From an optimization exercise on the open Yosys and OpenROAD flow, aimed at small area, a short achievable clock period and few clock cycles; shortcuts taken in it are not production practice.
Function was checked by simulation only, so behaviour that the tests miss may differ from the original.
Power and IR drop assume default switching activity.

===== flow/config.mk =====
export PLATFORM = sky130hd
export DESIGN_NAME = cpu_top
export DESIGN_NICKNAME = cpu_top
export VERILOG_FILES = /design/flow/design.v
export SDC_FILE = /design/flow/constraint.sdc
export NUM_CORES = 4
export LEC_CHECK = 0
export CAP_MARGIN = 40
export CELL_PAD_IN_SITES_DETAIL_PLACEMENT = 1
export CELL_PAD_IN_SITES_GLOBAL_PLACEMENT = 2
export CORE_MARGIN = 2
export CORE_UTILIZATION = 25
export PLACE_DENSITY = 0.5
export SLEW_MARGIN = 20

===== flow/constraint.sdc =====
create_clock -name core_clock -period 10.0 [get_ports {CLK}]
set_input_delay 2.0000 -clock core_clock [delete_from_list [all_inputs] [get_ports {CLK}]]
set_output_delay 2.0000 -clock core_clock [all_outputs]
set_load 0.01 [all_outputs]

===== flow/design.v =====
`default_nettype none
package mips_pkg;
	typedef logic [31:0] word_t;
	typedef logic [4:0] reg_addr_t;
	typedef enum logic [5:0] {
		RTYPE = 6'h00,
		BEQ   = 6'h04,
		ADDIU = 6'h09,
		LW    = 6'h23,
		SW    = 6'h2b,
		HALT  = 6'h3f
	} opcode_t;
	typedef enum logic [5:0] {
		ADDU = 6'h21,
		SUBU = 6'h23,
		AND  = 6'h24,
		OR   = 6'h25,
		SLT  = 6'h2a
	} funct_t;
	typedef enum logic [2:0] {ALU_ADD, ALU_SUB, ALU_AND, ALU_OR, ALU_SLT} aluop_t;
	typedef enum logic [1:0] {FWD_NONE, FWD_MEM, FWD_WB} fwd_sel_t;
	typedef enum logic [1:0] {ARB_DATA, ARB_INSTR, ARB_DONE} arb_state_t;
	localparam int OP_LSB = 26;
	localparam int RS_LSB = 21;
	localparam int RT_LSB = 16;
	localparam int RD_LSB = 11;
	localparam int FUNCT_LSB = 0;
	localparam int IMM_W = 16;
	localparam word_t NOP_WORD = 32'h0000_0000;
endpackage
`default_nettype wire
`default_nettype none
module register_file (
	input logic CLK,
	input logic nRST,
	input logic wen,
	input mips_pkg::reg_addr_t wsel,
	input mips_pkg::word_t wdat,
	input mips_pkg::reg_addr_t rsel1,
	input mips_pkg::reg_addr_t rsel2,
	output mips_pkg::word_t rdat1,
	output mips_pkg::word_t rdat2
);
	mips_pkg::word_t regs [32];
	always_ff @(posedge CLK, negedge nRST) begin
		if (!nRST) begin
			for (int i = 0; i < 32; i++) begin
				regs[i] <= '0;
			end
		end else if (wen && (wsel != '0)) begin
			regs[wsel] <= wdat;
		end
	end
	assign rdat1 = (wen && (wsel != '0) && (wsel == rsel1)) ? wdat : regs[rsel1];
	assign rdat2 = (wen && (wsel != '0) && (wsel == rsel2)) ? wdat : regs[rsel2];
endmodule
`default_nettype wire
`default_nettype none
module fetch_stage #(
	parameter mips_pkg::word_t PC_INIT = '0
) (
	input logic CLK,
	input logic nRST,
	input logic advance,
	input mips_pkg::word_t instr_word,
	input logic stall,
	input logic branch_taken,
	input mips_pkg::word_t branch_target,
	output mips_pkg::word_t pc,
	output mips_pkg::word_t if_instr,
	output mips_pkg::word_t if_pc
);
	mips_pkg::word_t pc_next;
	assign pc_next = pc + 32'd4;
	always_ff @(posedge CLK, negedge nRST) begin
		if (!nRST) begin
			pc <= PC_INIT;
			if_instr <= mips_pkg::NOP_WORD;
			if_pc <= PC_INIT;
		end else if (advance) begin
			if (branch_taken) begin
				pc <= branch_target;
				if_instr <= mips_pkg::NOP_WORD;
				if_pc <= branch_target;
			end else if (stall) begin
				pc <= pc;
				if_instr <= if_instr;
				if_pc <= if_pc;
			end else begin
				pc <= pc_next;
				if_instr <= instr_word;
				if_pc <= pc;
			end
		end
	end
endmodule
`default_nettype wire
`default_nettype none
module decode_stage (
	input logic CLK,
	input logic nRST,
	input logic advance,
	input mips_pkg::word_t if_instr,
	input mips_pkg::word_t if_pc,
	input logic branch_taken,
	input logic wb_en,
	input mips_pkg::reg_addr_t wb_dest,
	input mips_pkg::word_t wb_data,
	output logic stall,
	output mips_pkg::word_t ex_a,
	output mips_pkg::word_t ex_b,
	output mips_pkg::word_t ex_imm,
	output mips_pkg::word_t ex_pc,
	output mips_pkg::reg_addr_t ex_rs,
	output mips_pkg::reg_addr_t ex_rt,
	output mips_pkg::reg_addr_t ex_dest,
	output mips_pkg::aluop_t ex_aluop,
	output logic ex_use_imm,
	output logic ex_reg_write,
	output logic ex_mem_read,
	output logic ex_mem_write,
	output logic ex_branch,
	output logic ex_halt
);
	logic [5:0] op;
	logic [5:0] fn;
	mips_pkg::reg_addr_t rs, rt, rd, dest;
	mips_pkg::word_t imm_ext, rdat1, rdat2;
	mips_pkg::aluop_t aluop;
	logic use_imm, reg_write, mem_read, mem_write, branch, is_halt;
	logic bubble;
	assign op = if_instr[mips_pkg::OP_LSB +: 6];
	assign fn = if_instr[mips_pkg::FUNCT_LSB +: 6];
	assign rs = if_instr[mips_pkg::RS_LSB +: 5];
	assign rt = if_instr[mips_pkg::RT_LSB +: 5];
	assign rd = if_instr[mips_pkg::RD_LSB +: 5];
	assign imm_ext = {{(32 - mips_pkg::IMM_W){if_instr[mips_pkg::IMM_W - 1]}}, if_instr[mips_pkg::IMM_W - 1:0]};
	register_file u_rf (
		.CLK(CLK),
		.nRST(nRST),
		.wen(wb_en),
		.wsel(wb_dest),
		.wdat(wb_data),
		.rsel1(rs),
		.rsel2(rt),
		.rdat1(rdat1),
		.rdat2(rdat2)
	);
	always_comb begin
		aluop = mips_pkg::ALU_ADD;
		use_imm = 1'b0;
		reg_write = 1'b0;
		mem_read = 1'b0;
		mem_write = 1'b0;
		branch = 1'b0;
		is_halt = 1'b0;
		dest = rt;
		case (op)
			mips_pkg::RTYPE: begin
				dest = rd;
				reg_write = 1'b1;
				case (fn)
					mips_pkg::ADDU: aluop = mips_pkg::ALU_ADD;
					mips_pkg::SUBU: aluop = mips_pkg::ALU_SUB;
					mips_pkg::AND: aluop = mips_pkg::ALU_AND;
					mips_pkg::OR: aluop = mips_pkg::ALU_OR;
					mips_pkg::SLT: aluop = mips_pkg::ALU_SLT;
					default: reg_write = 1'b0;
				endcase
			end
			mips_pkg::ADDIU: begin
				use_imm = 1'b1;
				reg_write = 1'b1;
			end
			mips_pkg::LW: begin
				use_imm = 1'b1;
				reg_write = 1'b1;
				mem_read = 1'b1;
			end
			mips_pkg::SW: begin
				use_imm = 1'b1;
				mem_write = 1'b1;
			end
			mips_pkg::BEQ: begin
				aluop = mips_pkg::ALU_SUB;
				branch = 1'b1;
			end
			mips_pkg::HALT: is_halt = 1'b1;
			default: ;
		endcase
	end
	assign stall = ex_mem_read && (ex_dest != '0) && ((ex_dest == rs) || (ex_dest == rt));
	assign bubble = stall || branch_taken;
	always_ff @(posedge CLK, negedge nRST) begin
		if (!nRST) begin
			ex_a <= '0;
			ex_b <= '0;
			ex_imm <= '0;
			ex_pc <= '0;
			ex_rs <= '0;
			ex_rt <= '0;
			ex_dest <= '0;
			ex_aluop <= mips_pkg::ALU_ADD;
			ex_use_imm <= 1'b0;
			ex_reg_write <= 1'b0;
			ex_mem_read <= 1'b0;
			ex_mem_write <= 1'b0;
			ex_branch <= 1'b0;
			ex_halt <= 1'b0;
		end else if (advance) begin
			ex_a <= rdat1;
			ex_b <= rdat2;
			ex_imm <= imm_ext;
			ex_pc <= if_pc;
			ex_rs <= rs;
			ex_rt <= rt;
			ex_dest <= dest;
			ex_aluop <= aluop;
			ex_use_imm <= use_imm;
			ex_reg_write <= reg_write && !bubble;
			ex_mem_read <= mem_read && !bubble;
			ex_mem_write <= mem_write && !bubble;
			ex_branch <= branch && !bubble;
			ex_halt <= is_halt && !bubble;
		end
	end
endmodule
`default_nettype wire
`default_nettype none
module execute_stage (
	input logic CLK,
	input logic nRST,
	input logic advance,
	input mips_pkg::word_t ex_a,
	input mips_pkg::word_t ex_b,
	input mips_pkg::word_t ex_imm,
	input mips_pkg::word_t ex_pc,
	input mips_pkg::reg_addr_t ex_rs,
	input mips_pkg::reg_addr_t ex_rt,
	input mips_pkg::reg_addr_t ex_dest,
	input mips_pkg::aluop_t ex_aluop,
	input logic ex_use_imm,
	input logic ex_reg_write,
	input logic ex_mem_read,
	input logic ex_mem_write,
	input logic ex_branch,
	input logic ex_halt,
	output mips_pkg::word_t mem_result,
	output mips_pkg::reg_addr_t mem_dest,
	output logic mem_reg_write,
	output logic mem_read,
	output logic mem_write,
	output logic mem_halt,
	output mips_pkg::word_t mem_store_data,
	input logic wb_en,
	input mips_pkg::reg_addr_t wb_dest,
	input mips_pkg::word_t wb_data,
	output logic branch_taken,
	output mips_pkg::word_t branch_target
);
	logic [1:0] sel_a, sel_b;
	mips_pkg::word_t op_a, reg_b, op_b, result;
	function automatic logic [1:0] pick_src(input logic [4:0] src);
		logic [1:0] sel;
		sel = mips_pkg::FWD_NONE;
		if (src != '0) begin
			if (mem_reg_write && !mem_read && (mem_dest == src)) begin
				sel = mips_pkg::FWD_MEM;
			end else if (wb_en && (wb_dest == src)) begin
				sel = mips_pkg::FWD_WB;
			end
		end
		pick_src = sel;
	endfunction
	function automatic logic [31:0] fwd_mux(input logic [1:0] sel, input logic [31:0] latched);
		logic [31:0] val;
		case (sel)
			mips_pkg::FWD_MEM: val = mem_result;
			mips_pkg::FWD_WB: val = wb_data;
			default: val = latched;
		endcase
		fwd_mux = val;
	endfunction
	assign sel_a = pick_src(ex_rs);
	assign sel_b = pick_src(ex_rt);
	assign op_a = fwd_mux(sel_a, ex_a);
	assign reg_b = fwd_mux(sel_b, ex_b);
	assign op_b = ex_use_imm ? ex_imm : reg_b;
	always_comb begin
		case (ex_aluop)
			mips_pkg::ALU_SUB: result = op_a - op_b;
			mips_pkg::ALU_AND: result = op_a & op_b;
			mips_pkg::ALU_OR: result = op_a | op_b;
			mips_pkg::ALU_SLT: result = {31'b0, $signed(op_a) < $signed(op_b)};
			default: result = op_a + op_b;
		endcase
	end
	assign branch_taken = ex_branch && (op_a == reg_b);
	assign branch_target = ex_pc + 32'd4 + {ex_imm[29:0], 2'b00};
	always_ff @(posedge CLK, negedge nRST) begin
		if (!nRST) begin
			mem_result <= '0;
			mem_dest <= '0;
			mem_reg_write <= 1'b0;
			mem_read <= 1'b0;
			mem_write <= 1'b0;
			mem_halt <= 1'b0;
			mem_store_data <= '0;
		end else if (advance) begin
			mem_result <= result;
			mem_dest <= ex_dest;
			mem_reg_write <= ex_reg_write;
			mem_read <= ex_mem_read;
			mem_write <= ex_mem_write;
			mem_halt <= ex_halt;
			mem_store_data <= reg_b;
		end
	end
endmodule
`default_nettype wire
`default_nettype none
module memory_stage (
	input logic CLK,
	input logic nRST,
	input logic advance,
	input mips_pkg::word_t mem_result,
	input mips_pkg::reg_addr_t mem_dest,
	input logic mem_reg_write,
	input logic mem_read,
	input logic mem_write,
	input logic mem_halt,
	input mips_pkg::word_t mem_store_data,
	input mips_pkg::word_t load_word,
	output logic data_ren,
	output logic data_wen,
	output mips_pkg::word_t data_addr,
	output mips_pkg::word_t data_store,
	output logic wb_en,
	output mips_pkg::reg_addr_t wb_dest,
	output mips_pkg::word_t wb_data,
	output logic halt
);
	logic wb_is_load;
	mips_pkg::word_t wb_load, wb_alu;
	assign data_ren = mem_read && !halt;
	assign data_wen = mem_write && !halt;
	assign data_addr = mem_result;
	assign data_store = mem_store_data;
	always_ff @(posedge CLK, negedge nRST) begin
		if (!nRST) begin
			wb_en <= 1'b0;
			wb_dest <= '0;
			wb_is_load <= 1'b0;
			wb_load <= '0;
			wb_alu <= '0;
		end else if (advance) begin
			wb_en <= mem_reg_write;
			wb_dest <= mem_dest;
			wb_is_load <= mem_read;
			wb_load <= load_word;
			wb_alu <= mem_result;
		end
	end
	assign wb_data = wb_is_load ? wb_load : wb_alu;
	always_ff @(posedge CLK, negedge nRST) begin
		if (!nRST) begin
			halt <= 1'b0;
		end else if (mem_halt) begin
			halt <= 1'b1;
		end
	end
endmodule
`default_nettype wire
`default_nettype none
module memory_arbiter (
	input logic CLK,
	input logic nRST,
	input logic data_ren,
	input logic data_wen,
	input mips_pkg::word_t data_addr,
	input mips_pkg::word_t data_store,
	input mips_pkg::word_t pc,
	input logic halt,
	output logic mem_ren,
	output logic mem_wen,
	output mips_pkg::word_t mem_addr,
	output mips_pkg::word_t mem_store,
	input mips_pkg::word_t mem_load,
	input logic mem_ready,
	output mips_pkg::word_t instr_word,
	output mips_pkg::word_t load_word,
	output logic advance
);
	mips_pkg::arb_state_t state, state_next;
	logic data_req;
	assign data_req = data_ren || data_wen;
	always_ff @(posedge CLK, negedge nRST) begin
		if (!nRST) begin
			state <= mips_pkg::ARB_DATA;
		end else begin
			state <= state_next;
		end
	end
	always_comb begin
		state_next = state;
		case (state)
			mips_pkg::ARB_DATA: if (!data_req || mem_ready) state_next = mips_pkg::ARB_INSTR;
			mips_pkg::ARB_INSTR: if (mem_ready) state_next = mips_pkg::ARB_DONE;
			default: state_next = mips_pkg::ARB_DATA;
		endcase
		if (halt) begin
			state_next = state;
		end
	end
	assign mem_ren = !halt && (((state == mips_pkg::ARB_DATA) && data_ren) || (state == mips_pkg::ARB_INSTR));
	assign mem_wen = !halt && (state == mips_pkg::ARB_DATA) && data_wen;
	assign mem_addr = (state == mips_pkg::ARB_DATA) ? data_addr : pc;
	assign mem_store = data_store;
	always_ff @(posedge CLK) begin
		if ((state == mips_pkg::ARB_DATA) && data_ren && mem_ready) begin
			load_word <= mem_load;
		end
		if ((state == mips_pkg::ARB_INSTR) && mem_ready) begin
			instr_word <= mem_load;
		end
	end
	assign advance = (state == mips_pkg::ARB_DONE) && !halt;
endmodule
`default_nettype wire
`default_nettype none
module cpu_top #(
	parameter mips_pkg::word_t PC_INIT = '0
) (
	input logic CLK,
	input logic nRST,
	output logic mem_ren,
	output logic mem_wen,
	output mips_pkg::word_t mem_addr,
	output mips_pkg::word_t mem_store,
	input mips_pkg::word_t mem_load,
	input logic mem_ready,
	output logic halt
);
	logic advance, stall, branch_taken;
	mips_pkg::word_t pc, instr_word, load_word, branch_target;
	mips_pkg::word_t if_instr, if_pc;
	mips_pkg::word_t ex_a, ex_b, ex_imm, ex_pc;
	mips_pkg::reg_addr_t ex_rs, ex_rt, ex_dest;
	mips_pkg::aluop_t ex_aluop;
	logic ex_use_imm, ex_reg_write, ex_mem_read, ex_mem_write, ex_branch, ex_halt;
	mips_pkg::word_t mem_result, mem_store_data;
	mips_pkg::reg_addr_t mem_dest;
	logic mem_reg_write, mem_read, mem_write, mem_halt;
	logic data_ren, data_wen, wb_en;
	mips_pkg::word_t data_addr, data_store, wb_data;
	mips_pkg::reg_addr_t wb_dest;
	fetch_stage #(.PC_INIT(PC_INIT)) u_fetch (
		.CLK(CLK), .nRST(nRST), .advance(advance), .instr_word(instr_word),
		.stall(stall), .branch_taken(branch_taken), .branch_target(branch_target),
		.pc(pc), .if_instr(if_instr), .if_pc(if_pc)
	);
	decode_stage u_decode (
		.CLK(CLK), .nRST(nRST), .advance(advance), .if_instr(if_instr), .if_pc(if_pc),
		.branch_taken(branch_taken), .wb_en(wb_en), .wb_dest(wb_dest), .wb_data(wb_data),
		.stall(stall), .ex_a(ex_a), .ex_b(ex_b), .ex_imm(ex_imm), .ex_pc(ex_pc),
		.ex_rs(ex_rs), .ex_rt(ex_rt), .ex_dest(ex_dest), .ex_aluop(ex_aluop),
		.ex_use_imm(ex_use_imm), .ex_reg_write(ex_reg_write), .ex_mem_read(ex_mem_read),
		.ex_mem_write(ex_mem_write), .ex_branch(ex_branch), .ex_halt(ex_halt)
	);
	execute_stage u_execute (
		.CLK(CLK), .nRST(nRST), .advance(advance), .ex_a(ex_a), .ex_b(ex_b),
		.ex_imm(ex_imm), .ex_pc(ex_pc), .ex_rs(ex_rs), .ex_rt(ex_rt), .ex_dest(ex_dest),
		.ex_aluop(ex_aluop), .ex_use_imm(ex_use_imm), .ex_reg_write(ex_reg_write),
		.ex_mem_read(ex_mem_read), .ex_mem_write(ex_mem_write), .ex_branch(ex_branch),
		.ex_halt(ex_halt), .mem_result(mem_result), .mem_dest(mem_dest),
		.mem_reg_write(mem_reg_write), .mem_read(mem_read), .mem_write(mem_write),
		.mem_halt(mem_halt), .mem_store_data(mem_store_data), .wb_en(wb_en),
		.wb_dest(wb_dest), .wb_data(wb_data), .branch_taken(branch_taken),
		.branch_target(branch_target)
	);
	memory_stage u_memory (
		.CLK(CLK), .nRST(nRST), .advance(advance), .mem_result(mem_result),
		.mem_dest(mem_dest), .mem_reg_write(mem_reg_write), .mem_read(mem_read),
		.mem_write(mem_write), .mem_halt(mem_halt), .mem_store_data(mem_store_data),
		.load_word(load_word), .data_ren(data_ren), .data_wen(data_wen),
		.data_addr(data_addr), .data_store(data_store), .wb_en(wb_en),
		.wb_dest(wb_dest), .wb_data(wb_data), .halt(halt)
	);
	memory_arbiter u_arbiter (
		.CLK(CLK), .nRST(nRST), .data_ren(data_ren), .data_wen(data_wen),
		.data_addr(data_addr), .data_store(data_store), .pc(pc), .halt(halt),
		.mem_ren(mem_ren), .mem_wen(mem_wen), .mem_addr(mem_addr), .mem_store(mem_store),
		.mem_load(mem_load), .mem_ready(mem_ready), .instr_word(instr_word),
		.load_word(load_word), .advance(advance)
	);
endmodule
`default_nettype wire

===== flow/run.sh =====
#!/bin/bash
# synth_recipe.tcl (not shown) runs the flow's synth.tcl, then flattens the netlist and writes it again
# the make line also repeats each setting of config.mk as NAME=value (left out here)
make -C /OpenROAD-flow-scripts/flow DESIGN_CONFIG=/design/flow/config.mk WORK_HOME=/design/flow/orfs CLKGATE_MAP_FILE= SYNTH_SCRIPT=/design/flow/synth_recipe.tcl finish

==> key figures <==
Setup path
  • R2r setup slk: approximately 2400 ps
  • Critical Path Sink Type: flip-flop
  • Type of the worst setup path: reg2reg
  • Worst Path Required: approximately 11,000 ps
  • Register-to-Register Path Depth: 18
  • Crit path max fanout: 26
  • Worst setup SP type: flip-flop
  • Setup crit end: u_execute.mem_result[29]$_DFFE_PN0P_
  • Reg2Reg Capture Point: u_execute.mem_result[29]$_DFFE_PN0P_
  • Worst r2r src: u_memory.wb_dest[3]$_DFFE_PN0P_
  • Worst Setup SP: u_memory.wb_dest[3]$_DFFE_PN0P_
  • Worst EP arrival: 8390 ps

Synthesis
  • Synth warn: 7
  • Post-synth net total: 8,464
  • Number of synthesized register bits: approximately 1,500
  • Number of flops mapped to enable cells by yosys: 64
  • Mapped Area: 75,100 µm²
  • Library cells used by synthesis: roughly 80
  • Ys async rst share: 95.6%
  • Mapped Cells: 8,267
  • Register area share after synthesis: 49.3%
  • Post-synth top flop: dfrtp_1
  • Mapped Avg Cell Area: 9.09 µm²

Die
  • Die area: around 300,000 µm²
  • FP Rows: 201
  • # IOs: 102
  • Core footprint: between 200,000 and 300,000 µm²
  • Die X-Extent: 552 µm
  • Die H: between 500 and 600 µm
  • Initial Utilization: 25.1%

Timing
  • Final Cycle Share: approximately three quarters
  • Slew margin rel.: 31.0%
  • Fmax: 131 MHz
  • Clock Skews: 72.8 ps
  • Setup violations, final: 0
  • TNS Setup: 0 ps
  • Worst slew pin tran: 1030 ps
  • Final Max Tran Viols: 0
  • Final hold violations: 0
  • Crit path time final: 7650 ps
  • RSZ-0062 raised after global routing: no
  • Final worst slack: around 2400 ps
  • Hold slack: 408 ps

Clocking
  • CTS tree: done
  • CTS Buffer Depth: 4
  • Clk sink count: between 1,000 and 1,500
  • Hold-fix buffers, CTS: 0
  • Worst skew pair latency: ~920 ps
  • Post-CTS sizing: 0
  • Root buf cell: clkbuf_16
  • Inserted Clock Buffers: around 190
  • Worst-path clk slew: 60 ps
  • Maximum level of the CTS H-tree: 4
  • Post-CTS Setup Bufs: 0

Finish
  • Area Growth Syn to Fin: 18.4%
  • Multi-input gate area in the final layout: 36,000 µm²
  • Fin nets: 8,351
  • Reg area: between 30,000 and 40,000 µm²
  • Design area: a little under 90,000 µm²
  • Fin cells: between 10,000 and 15,000
  • Final Util: 29.7%
  • Share of layout cells above drive strength 1: a little over a tenth
  • Fillcell total: 33,800

Global route
  • GRT Util Overall: 30.0%
  • GRT Residual Overflow: 0
  • Antenna violations before repair: 22
  • Largest net degree at the start of global routing: 146
  • Vias in the first global route: around 70,000
  • First-pass GRT wire length: 641 mm

Outcome
  • Outcome: finished clean

Routing
  • Routed len/inst: ~38 µm
  • First-pass DRT Iterations: 7
  • Vias after detailed routing: roughly 72,000
  • Initial DRC count: 7,868
  • Final ANT Viol Nets: 0
  • Top sig layer: met5
  • DRT Wirelength: 471 mm
  • Met1 Wirelength: 204 mm
  • Met2 routed WL: 213 mm
  • DR WL met3: 31.0 mm
  • Drt drc: 0
  • Via density: 5.84

Placed design
  • Placer Congestion: 0.848
  • DP Area: 82,700 µm²
  • I/O Buffers: ~100
  • DP HPWL: 298 mm
  • Placed Cells: 11,900
  • Post-placement worst setup slack: 2500 ps

Job
  • Max-cap violations: 0

Pwr
  • P_leak: 37.7 nW
  • Tot Pwr: between 20 and 25 mW
  • Power Dens Cells: 278 nW/µm²
  • Maximum vdd ir drop: 149 µV

Min path
  • Hold WC Path Type: reg2reg
==> worst max-delay path, stage by stage, from the launching register on <==
cell and delay [ps]:
dfrtp_1 820, xor2_1 140, nor4_1 460, and3_1 430, ha_2 610, nor2b_1 340, a221oi_1 680, o21ai_0 240
ha_1 300, nor3_1 350, o2111ai_1 260, a221oi_1 720, o21ai_0 420, a21boi_0 370, nor3_1 140, or4b_2 630
a21oi_1 150, nor3_1 70, o32a_1 360
==> registers in the layout, indices dropped and copies added, names as in the netlist, 5 cells and up <==
signal,count
u_decode.ex_b,32
u_execute.mem_result,32
u_decode.u_rf.regs,1024
u_decode.ex_pc,32
u_arbiter.instr_word,32
u_execute.mem_dest,5
u_fetch.if_instr,32
u_decode.ex_dest,5
u_decode.ex_rs,5
u_decode.ex_imm,16
u_fetch.pc,32
u_execute.mem_store_data,32
u_memory.wb_load,32
u_memory.wb_alu,32
u_decode.ex_rt,5
u_arbiter.load_word,32
u_decode.ex_a,32
u_memory.wb_dest,5
u_fetch.if_pc,32
==> where the power goes <==
group	switching [mW]	total (mW)	internal [mW]
sequential	1.15	7.84	6.69
clock	2.99	7.04	4.05
combinational	7.01	9.84	2.83
total	11.2	24.7	13.6
==> cells in the mapped netlist, drive strengths merged, types with 6 or more instances <==
master   count  share of area (%)
nor2b       37               0.31
buf         66               0.43
a22oi      344                3.4
and3        22               0.18
inv        118               0.59
a221oi     355                4.1
edfxtp      64                2.6
o21a        23               0.23
a221o       32               0.43
ha         159                2.6
a31oi       31               0.26
nand2b      35               0.29
a211oi      24               0.24
nor3        37               0.25
o22ai       13               0.11
or4          9              0.090
mux2i       77                1.0
o221ai      19               0.22
nor2       822                4.1
o31a         8              0.093
nand4      147                1.2
mux2        64               0.96
nor4        15               0.14
or2         20               0.17
or3         18               0.15
o21bai      15               0.15
a21o        29               0.29
a21oi      783                5.2
xor2        38               0.44
and4        11               0.13
o32ai       63               0.73
clkbuf     681                3.4
xnor2       57               0.66
o311ai       7              0.082
o2111ai      6              0.070
and2        23               0.19
o211ai      37               0.37
a22o       355                4.1
nand2     1235                6.2
dfrtp     1403                 47
nand3b      28               0.28
o21ai      755                5.0
nand3      115               0.77
==> cell families after synthesis <==
group / count (synthesis) / synth area share, %
AOI/OAI and AO/OA: 2949 / 25.8
xor gates and xnor gates: 95 / 1.11
adders and majority gates: 162 / 2.73
buffers and inverters: 865 / 4.42
DFF: 1467 / 49.3
muxes: 141 / 1.99
and+or+nand+nor: 2588 / 14.6
==> per-layer routing <==
metal  global-route usage, %  vias to the layer above
met5                  0.0781                        -
met4                    12.9                        4
met3                    5.14                      901
met2                    47.6                     3225
met1                    40.2                    37700
li1                        -                    29900
==> final cells by class <==
class	instances	share of cell area (%)
inverter	118	0.498
sequential	1467	41.6
antenna	10	0.0281
tap	3958	5.57
clock buffer	283	6.22
timing repair buffer	441	4.90
multi-input combinational	5935	40.4
clock inverter	61	0.699
==> how the worst min path moves through the flow <==
stage,startpoint,endpoint,slack [ps],cells after the start
finish,u_decode.u_rf.regs[0][23]$_DFFE_PN0P_,u_decode.u_rf.regs[0][23]$_DFFE_PN0P_,410,0
global route,u_decode.u_rf.regs[0][29]$_DFFE_PN0P_,u_decode.u_rf.regs[0][29]$_DFFE_PN0P_,420,0
CTS,u_decode.u_rf.regs[0][23]$_DFFE_PN0P_,u_decode.u_rf.regs[0][23]$_DFFE_PN0P_,410,0
detailed placement,u_decode.u_rf.regs[0][31]$_DFFE_PN0P_,u_decode.u_rf.regs[0][31]$_DFFE_PN0P_,390,0
global placement,u_decode.u_rf.regs[0][14]$_DFFE_PN0P_,u_decode.u_rf.regs[0][14]$_DFFE_PN0P_,390,0
floorplan,u_arbiter.load_word[0]$_DFFE_PP_,u_memory.wb_load[0]$_DFFE_PN0P_,410,2
==> placed cells by master, fill, tap and decap left out, types with 22 or more instances in the layout <==
cell	synthesis	final
edfxtp_1	64	64
dfrtp_1	1403	1401
mux2i_4	0	26
o21ai_0	748	748
nand3_1	115	111
o21a_1	23	23
ha_1	159	157
mux2_2	63	63
mux2i_1	77	45
o211ai_1	37	37
nand2b_1	35	35
buf_12	0	30
clkdlybuf4s50_1	0	100
nor2_4	0	79
a22oi_1	344	344
nor2_1	821	741
a21o_1	29	29
buf_4	4	266
a31oi_1	31	31
nand2_1	1234	1226
xor2_1	38	38
a21oi_1	783	783
a22o_1	355	355
nand4_1	147	147
a221oi_1	355	355
clkbuf_16	0	193
inv_1	118	118
nand3b_1	28	28
o32ai_1	63	55
clkbuf_1	681	54
clkbuf_8	0	36
xnor2_1	57	57
and2_1	23	22
nor3_1	37	37
a221o_1	32	32
nor2b_1	37	36
a211oi_1	24	24
clkinv_2	0	28
Testbench counts, summed over its fixed seeds: cycles 97,006.

[separate check: timing with driven ports]
How much do the figures lean on ideal ports? The routed layout below was timed once more, with nothing changed but the port constraints. Step 1 assumes that a clkbuf_16 drives the clock port and a buf_2 every other input. Step 2 moves the port delays by t, midway between the first and last clock arrival at a register: inputs arrive t later, outputs are due t later. That takes back most of the time a late clock gives input paths. Slacks: no drivers / after step 1 / after step 2; pairs: no drivers / after step 1.
t (ns): 0.983
setup WS [ns]: 2.354 / 2.354 / 2.354
clock arrival spread, ns: 0.079 / 0.079
After both steps this run still meets setup and hold. For this run, drivers alone change the setup slack by 0.000 ns; drivers and shift together by 0.000 ns.
